Context: an optimization exercise on an open-source flow, tuned for small area, a short achievable clock period and few clock cycles. The choices shown serve that exercise and are no tape-out recipe.
Only simulation tests tie the RTL to the original design; equivalence was not proved.

==> run M <==
// trig_unit
module trig_unit (
	input logic clk,
	input logic reset,
	input logic s_awvalid,
	input logic [3:0] s_awaddr,
	input logic s_wvalid,
	input logic [31:0] s_wdata,
	input logic s_bready,
	input logic s_arvalid,
	input logic [3:0] s_araddr,
	input logic s_rready,
	output logic s_awready,
	output logic s_wready,
	output logic s_bvalid,
	output logic [1:0] s_bresp,
	output logic s_arready,
	output logic s_rvalid,
	output logic [31:0] s_rdata,
	output logic [1:0] s_rresp
);
==> module angle_wrap, before the edit <==
module angle_wrap (
	input logic [20:0] angle,
	input logic cos_sel,
	input logic [2:0] up,
	input logic [2:0] dn,
	output logic neg,
	output logic [17:0] mag
);
	localparam int T = trig_pkg::TWO_PI_FIX;
	localparam int H = trig_pkg::HALF_PI_FIX;
	logic signed [18:0] off;
	logic signed [18:0] pos;
	logic signed [18:0] ngt;
	always_comb begin
		int o;
		if (up[2]) o = -3 * T;
		else if (up[1]) o = -2 * T;
		else if (up[0]) o = -T;
		else if (dn[2]) o = 3 * T;
		else if (dn[1]) o = 2 * T;
		else if (dn[0]) o = T;
		else o = 0;
		off = 19'(o + (cos_sel ? H : 0));
	end
	assign pos = angle[18:0] + off;
	assign ngt = ~angle[18:0] + (19'sd1 - off);
	assign neg = pos[18];
	assign mag = neg ? ngt[17:0] : pos[17:0];
endmodule
==> module sine_pipe, before the edit <==
module sine_pipe (
	input logic clk,
	input logic reset,
	input logic in_valid,
	input logic [20:0] angle,
	input logic cos_sel,
	output logic out_valid,
	output logic out_neg,
	output logic [16:0] out_mag
);
	logic [20:0] a0;
	logic c0;
	logic [2:0] up0;
	logic [2:0] dn0;
	logic n1;
	logic [17:0] u1;
	logic n2;
	logic [19:0] xx2;
	logic [17:0] lin2;
	logic n3;
	logic signed [17:0] e3;
	logic n4;
	logic [16:0] t4;
	logic [14:0] v4;
	logic [4:0] valid;
	logic [2:0] upw;
	logic [2:0] dnw;
	logic nw;
	logic [17:0] uw;
	logic [19:0] xxw;
	logic [17:0] linw;
	logic signed [17:0] ew;
	logic [16:0] tw;
	logic [14:0] vw;
	logic [16:0] mw;
	angle_range u_range (
		.angle(angle),
		.cos_sel(cos_sel),
		.up(upw),
		.dn(dnw)
	);
	angle_wrap u_wrap (
		.angle(a0),
		.cos_sel(c0),
		.up(up0),
		.dn(dn0),
		.neg(nw),
		.mag(uw)
	);
	sq_angle u_sq (
		.u(u1),
		.xx(xxw)
	);
	scale_lin u_lin (
		.u(u1),
		.neg(n1),
		.lin(linw)
	);
	scale_sq u_est (
		.lin(lin2),
		.xx(xx2),
		.est(ew)
	);
	assign tw = e3[17] ? {15'd0, 2'(~e3[1:0]) + 2'd1} : e3[16:0];
	sq_est u_sq_est (
		.t(tw[15:0]),
		.v(vw)
	);
	scale_refine u_refine (
		.t(t4[15:0]),
		.v(v4),
		.neg(n4),
		.mag(mw)
	);
	always_ff @(posedge clk) begin
		a0 <= angle;
		c0 <= cos_sel;
		up0 <= upw;
		dn0 <= dnw;
		n1 <= nw;
		u1 <= uw;
		n2 <= n1;
		xx2 <= xxw;
		lin2 <= linw;
		n3 <= n2;
		e3 <= ew;
		n4 <= n3 ^ e3[17];
		t4 <= tw;
		v4 <= vw;
	end
	always_ff @(posedge clk) begin
		if (reset)
			valid <= '0;
		else
			valid <= {valid[3:0], in_valid};
	end
	assign out_valid = valid[4];
	assign out_neg = n4;
	assign out_mag = {t4[16], 16'd0} | mw;
endmodule
==> flow/config.mk <==
export PLATFORM = sky130hd
export DESIGN_NAME = trig_unit
export DESIGN_NICKNAME = trig_unit
export VERILOG_FILES = /design/flow/design.v
export SDC_FILE = /design/flow/constraint.sdc
export NUM_CORES = 4
export LEC_CHECK = 0
export CAP_MARGIN = 20
export CORE_MARGIN = 2
export CORE_UTILIZATION = 40
export SLEW_MARGIN = 20
==> flow/constraint.sdc <==
create_clock -name core_clock -period 10.0 [get_ports {clk}]
set_input_delay 2.0000 -clock core_clock [delete_from_list [all_inputs] [get_ports {clk}]]
set_output_delay 2.0000 -clock core_clock [all_outputs]
set_load 0.01 [all_outputs]
run.sh (not shown) runs the stock make flow with config.mk's settings and CLKGATE_MAP_FILE= SYNTH_SCRIPT=/design/flow/synth_recipe.tcl, a recipe that flattens the netlist after the stock synthesis.
==> run R (differences from run M) <==
--- a/flow/design.v
+++ b/flow/design.v
@@ -2259,3 +2259,2 @@
 	logic signed [18:0] pos;
-	logic signed [18:0] ngt;
 	always_comb begin
@@ -2272,5 +2271,4 @@
 	assign pos = angle[18:0] + off;
-	assign ngt = ~angle[18:0] + (19'sd1 - off);
 	assign neg = pos[18];
-	assign mag = neg ? ngt[17:0] : pos[17:0];
+	assign mag = (pos[17:0] ^ {18{neg}}) + 18'(neg);
 endmodule
@@ -2297,3 +2295,3 @@
 	logic n3;
-	logic signed [17:0] e3;
+	logic [16:0] t3;
 	logic n4;
@@ -2340,5 +2338,8 @@
 	);
-	assign tw = e3[17] ? {15'd0, 2'(~e3[1:0]) + 2'd1} : e3[16:0];
+	assign tw[16] = ew[16] && !ew[17];
+	assign tw[15:2] = ew[16] ? 14'd0 : ew[15:2];
+	assign tw[1] = ew[17] ? ew[1] ^ ew[0] : ew[1];
+	assign tw[0] = ew[0];
 	sq_est u_sq_est (
-		.t(tw[15:0]),
+		.t(t3[15:0]),
 		.v(vw)
@@ -2361,6 +2362,6 @@
 		lin2 <= linw;
-		n3 <= n2;
-		e3 <= ew;
-		n4 <= n3 ^ e3[17];
-		t4 <= tw;
+		n3 <= n2 ^ ew[17];
+		t3 <= tw;
+		n4 <= n3;
+		t4 <= t3;
 		v4 <= vw;
--- a/flow/config.mk
+++ b/flow/config.mk
@@ -9,3 +9,4 @@
 export CORE_MARGIN = 2
-export CORE_UTILIZATION = 40
+export CORE_UTILIZATION = 60
+export SETUP_SLACK_MARGIN = 5
 export SLEW_MARGIN = 20
==> run P (differences from run M) <==
--- a/flow/config.mk
+++ b/flow/config.mk
@@ -10,2 +10,3 @@
 export CORE_UTILIZATION = 40
+export SETUP_SLACK_MARGIN = 5
 export SLEW_MARGIN = 20
==> run summary <==
                                                                                  run R                 run M                run P
Slowest CP cell                                                                    fa_1               dfxtp_1                 fa_1
Worst slew margin                                                                0.3121                0.3245               0.3309
Portion of synthesized cell area occupied by the leading cell type               0.2817                0.2703               0.2703
Number of multi-input combinational cells                                         1,937                 2,046                2,046
Worst setup timing slack at the placement stage                                 3846 ps               3232 ps              3235 ps
Fin area                                                                   31,100 sq um          31,370 sq um         32,970 sq um
Met1 wire length                                                               27.77 mm              29.10 mm             28.74 mm
Worst setup path endpoint                                            u_top.u_sine.t3[1]  u_top.u_sine.xx2[17]  u_top.u_sine.v4[14]
Post-Route Hold Slack                                                          327.6 ps              325.3 ps             338.2 ps
Source of the worst hold timing path                                u_top.u_sine.t3[16]       u_top.u_sine.n2      u_top.u_sine.n2
XOR/XNOR share of the synthesized area                                          0.04098               0.03994              0.03994
Area share of and/or/nand/nor cells after synthesis                              0.1155                0.1214               0.1214
Top fanout value on the critical path                                                 5                    16                    7
Slack of the worst reg-to-reg path                                              5160 ps               3210 ps              4960 ps
Number of gates resized after CTS                                                   112                     0                  122
Met2 GRT Util                                                                    0.4735                0.3203               0.3249
Logic depth of the worst path, buffers included                                      18                    16                   21
Detailed placement HPWL                                                        49.09 mm              51.63 mm             51.19 mm
Die width                                                                 218.4 microns         271.0 microns        271.0 microns
Routed wire length                                                             63.62 mm              64.52 mm             65.78 mm
Number of non-clock inverters in the layout                                         604                   639                  639
Outcome                                                no timing/DRC/antenna violations  no timing/DRC/antenna violations  no timing/DRC/antenna violations
Site row count                                                                       78                    97                   97
Testbench counts of run M, summed over its fixed seeds: cycles 11,258.
Testbench counts of run R, summed over its fixed seeds: cycles 11,258.
Testbench counts of run P, summed over its fixed seeds: cycles 11,258.

[port drivers added, routing unchanged]
No port has a modelled driver above. Below, the same layouts with a new extraction and two added sets of constraints.
Step 1, drivers: a clkbuf_16 drives clk and a buf_2 each remaining input, both assumed.
Step 2, shift: input delay + t, output delay - t, t = (earliest + latest rising clock arrival at the registers) / 2. This alone moves slack from input paths to output paths.
Slacks: ideal ports / drivers / drivers and shift; pairs: ideal ports / drivers.
| run | t (ns) | setup WS [ns] | slew at the worst register clock pin (ns) | cell pins on the clock port's net |
|---|---|---|---|---|
| run M | 0.647 | 3.215 / 3.215 / 3.215 | 0.06 / 0.06 | 1 |
| run R | 0.639 | 5.162 / 5.162 / 4.939 | 0.07 / 0.07 | 1 |
| run P | 0.641 | 4.964 / 4.964 / 4.964 | 0.06 / 0.06 | 1 |
After both steps every run listed still meets setup and hold. The setup slack of run R, which loses most, moves by 0.000 ns with the drivers and by -0.223 ns with both steps.
